This design comes from an exercise in tuning for small area on the open sky130 flow, not from production work.
Function was checked by simulation only, so behaviour that the tests miss may differ from the original.
Power and IR drop assume default switching activity.

==> design.v <==
module data_mem_256x8 #(
    parameter int AW = 8,
    parameter int DW = 8
) (
    input  logic          CLK,
    input  logic          reset_i,
    input  logic [AW-1:0] DataAddress,
    input  logic          ReadMem,
    input  logic          WriteMem,
    input  logic [DW-1:0] DataIn,
    output logic [DW-1:0] DataOut
);
    logic [DW-1:0] my_memory [0:2**AW-1];
    logic wr_en;
    always_comb begin
        wr_en = WriteMem && !reset_i;
    end
    always_ff @(posedge CLK) begin
        if (wr_en) begin
            my_memory[DataAddress] <= DataIn;
        end
    end
    always_comb begin
        DataOut = '0;
        if (ReadMem) begin
            DataOut = my_memory[DataAddress];
        end
    end
endmodule
==> run.sh <==
#!/bin/bash
# synth_recipe.tcl (not shown) runs the flow's synth.tcl, then flattens the netlist and writes it again
# the make line also repeats each setting of config.mk as NAME=value (left out here)
make -C /OpenROAD-flow-scripts/flow DESIGN_CONFIG=/design/flow/config.mk WORK_HOME=/design/flow/orfs CLKGATE_MAP_FILE= SYNTH_SCRIPT=/design/flow/synth_recipe.tcl finish
==> config.mk <==
export PLATFORM = sky130hd
export DESIGN_NAME = data_mem_256x8
export DESIGN_NICKNAME = data_mem_256x8
export VERILOG_FILES = /design/flow/design.v
export SDC_FILE = /design/flow/constraint.sdc
export NUM_CORES = 4
export LEC_CHECK = 0
export CAP_MARGIN = 20
export CORE_MARGIN = 2
export CORE_UTILIZATION = 40
export SLEW_MARGIN = 20
==> constraint.sdc <==
create_clock -name core_clock -period 10.0 [get_ports {CLK}]
set_input_delay 2.0000 -clock core_clock [delete_from_list [all_inputs] [get_ports {CLK}]]
set_output_delay 2.0000 -clock core_clock [all_outputs]
set_load 0.01 [all_outputs]
==> flow_summary.rst <==
.. list-table::
   :header-rows: 1

   * - Metric
     - Value
   * - Run status
     - complete, no violations
   * - Initial DRC count
     - 4363
   * - Post-CTS Resized
     - 0
   * - Share of the cycle needed by the critical path after routing
     - 0.851
   * - Leakage power
     - 27.7 nW
   * - Number of nets produced by synthesis
     - 3970
   * - Longest Clk Path Bufs
     - 3
   * - Clock slew at reported path FFs
     - 0.06 ns
   * - Yosys reg bits
     - 2048
   * - Area inside the core boundary
     - 0.199 mm2
   * - Die Outline Area
     - 0.204 mm2
   * - DRT Pass-1 Iters
     - 8
   * - Multi-input logic area
     - 0.0173 mm2
   * - Worst Hold Margin
     - 1.60 ns
   * - Largest registers
     - my_memory x2048
   * - Basic-gate share of the synthesized area counting and, or, nand and nor cells
     - 0.0349
   * - Mapped Avg Cell Area
     - 20.3 um2
   * - Register area
     - 0.0615 mm2
   * - Buffers added on ports
     - 27
   * - Clock tree from TritonCTS
     - built
   * - Beginning of the critical path
     - DataAddress[1]
   * - Share of the synthesized area in the top cell type
     - 0.767
   * - Element type at the critical path end
     - output pin
   * - Worst Max-Slew Pin Slew
     - 1.21 ns
   * - Kind of start point of the critical path
     - input pin
   * - Maximum level of the CTS H-tree
     - 4
   * - Weighted congestion at the end of routability-driven global placement
     - 0.863
   * - Largest register FFs
     - 2048
   * - Post-synthesis cell count
     - 3950
   * - Setup repair after global routing missed its margin
     - no
   * - Top post-synthesis cells by count
     - edfxtp_1, mux4_2, nor2_1, mux2i_1, nand2_1
   * - Clock tree sinks
     - 2048
   * - Area share of fa/ha/maj cells after synthesis
     - 0
   * - Total wire length after detailed routing
     - 199 mm
   * - Worst hold-check path type
     - input pin to flop
   * - Number of antenna-violating nets in the routed design
     - 0
   * - Largest register by flop count
     - my_memory
   * - Number of primary I/O pins
     - 28
   * - Vias in the first global route
     - 39380
   * - Height of the die
     - 452 um
   * - Post-synth top area cell
     - edfxtp_1
   * - Synth Flop Type
     - edfxtp_1
   * - FP Rows
     - 164
   * - Starting density of the core
     - 0.402
   * - Syn Std Cell Area
     - 0.0802 mm2
   * - Number of setup buffers added after CTS
     - 0
   * - Most repeated cell in the gate-level netlist after synthesis
     - edfxtp_1
   * - Synth Area in Compound Gates
     - 0.0284
   * - Areal power density over the cells
     - 199 mW/mm2
   * - Worst-path cell chain
     - buf_8, buf_4, mux4_2, nor2b_1, a211oi_1, a2111oi_0, nor4_1, a221oi_1, clkdlybuf4s50_1
   * - Total of hold buffers inserted after clock tree synthesis
     - 0
   * - Count of endpoints failing setup in the final report
     - 0
   * - Cells taking the most area after synthesis
     - edfxtp_1, mux4_2, mux2i_1
   * - Summed negative setup slack over all endpoints
     - 0 ns
   * - Cell count of the worst hold path
     - 1
   * - Global-route wire length before repair
     - 286 mm
   * - Maximum operating frequency
     - 0.118 GHz
   * - Remaining design rule violation count
     - 0
   * - Relative slew margins
     - 0.188
   * - Worst path slowest cell
     - a2111oi_0
   * - Crit-path max FO
     - 84
   * - Synthesis Warnings
     - 1
   * - Final critical-path required period
     - 8.51 ns
   * - Endpoint required time on the critical path
     - 8.00 ns
   * - Total Routing Usage GR
     - 0.193
   * - Fraction of layout cells with a size suffix above 1
     - 0.206
   * - Largest net degree at the start of global routing
     - 139
   * - Fraction of synthesized area in multiplexers
     - 0.151
   * - Post-synthesis sequential area ratio
     - 0.767
   * - Post-detailed-route via-to-cell ratio
     - 5.71
   * - Hold Crit Start
     - DataIn[5]
   * - Crit-path max cell delay
     - 0.92 ns
   * - Worst endpoint data arrival time
     - 6.51 ns
   * - Number of buffers inserted during clock tree synthesis
     - 204
   * - FFs w/ async S/R, synth
     - 0
   * - Main combinational cell family by area after synthesis
     - multiplexers
   * - # fillers
     - 16800
   * - Total number of vias
     - 39122
   * - Chip width
     - 452 um
   * - Final Max Tran Viols
     - 0
   * - Max-capacitance violation count
     - 0
   * - Routed length per instance
     - 29.0 um
   * - Buffers & Inverters on Critical Path
     - 3
   * - Final layout net count
     - 4046
   * - Hold path endpoint
     - my_memory[51][5]$_DFFE_PP_
   * - Number of distinct library cell variants in the gate-level netlist after synthesis
     - 57
   * - Dpl hpwl
     - 117 mm
   * - Xor and xnor fraction of the mapped netlist area
     - 0
   * - Grt ovf
     - 0
   * - Area added between synthesis and finish
     - 11.9%
   * - Number of hold violations in the final report
     - 0
   * - Cell family with most CP delay
     - compound AO/OA/AOI/OAI gates
   * - VDD IR max
     - 0.193 mV
   * - Number of flops mapped to enable cells by yosys
     - 2048
   * - Setup Crit Path Kind
     - input pin to output pin
   * - Number of antenna violations at the first check in global routing
     - 11
   * - Root cell of the clock tree
     - clkbuf_16
-- power by group --
| part | switching [W] | leakage, nW | internal, W |
|---|---|---|---|
| clock | 0.00326 | 3.19 | 0.00429 |
| combinational | 0.000577 | 6.11 | 0.000282 |
| sequential | 0.00000211 | 18.4 | 0.00946 |
-- area by class of cell --
class | instances | share of cell area
well taps | 2656 | 0.0370
multi-input cells | 1660 | 0.192
inverters | 1 | 0.0000697
flip-flops and latches | 2048 | 0.685
repair buffers | 111 | 0.0123
clock buffers | 258 | 0.0591
diodes | 3 | 0.0000836
clock inverters | 114 | 0.0139
-- stage by stage --
step	total power, W	utilization	area, um2	setup WS [ns]	instances
after global placement	0.0105	0.417	83200	1.27	6476
after detailed placement	0.0105	0.417	83200	1.51	6476
final	0.0179	0.450	89800	1.49	6851
after CTS	0.0180	0.450	89700	1.51	6848
after global routing	0.0183	0.450	89800	1.48	6849
after floorplan	0.0101	-	80200	4.17	3950
-- cells by family after synthesis --
kind of cell    count (synthesis)
flops                        2048
buf+inv                       242
simple gates                  635
mux                           707
compound gates                318
-- metal layers --
layer  vias to the layer above  track usage  part of all wire
li1                      16493            -                 -
met1                     20774        0.271              0.42
met2                      1507        0.308              0.48
met3                       338       0.0322             0.070
met4                        10       0.0615             0.029
met5                         -            0           0.00029
-- worst max-delay path by stage --
stage               slack (ns)          to  cells after the start
finish                    1.49  DataOut[3]                      9
global route              1.48  DataOut[2]                      9
floorplan                 4.17  DataOut[6]                      9
detailed placement        1.51  DataOut[2]                      9
CTS                       1.51  DataOut[2]                      9
global placement          1.27  DataOut[2]                      9
-- layout by cell type, fill, tap and decap left out, types with 49 or more instances in the layout --
master     count
edfxtp_1    2048
mux4_2       395
nor2_1       304
mux2i_1      255
clkbuf_16    204
nand2_1      127
buf_4         71
mux2_2        57
clkbuf_1      54
o22ai_1       51
a22oi_1       49

==> re-timing with driven ports <==
Ports are ideal in the flow. The routed layout listed here was re-timed in OpenROAD. Step 1: set_driving_cell puts a clkbuf_16 on CLK and a buf_2 on each other input, an assumption about the parent block. Step 2 adds t to the input delays and takes it off the output delays; t is the mean of the earliest and latest rising clock arrival at the registers after step 1. Input paths then give back, and output paths get back, about the clock's delay inside the block. Slacks: ideal ports / drivers / drivers and shift; pairs: ideal ports / drivers.
shift t [ns]: 0.910
slack for setup (ns): 1.491 / 1.424 / 1.424
worst hold slack (ns): 1.600 / 1.561 / 2.471
After both steps this run still meets setup and hold. For this run, drivers alone change the setup slack by -0.067 ns; drivers and shift together by -0.067 ns.
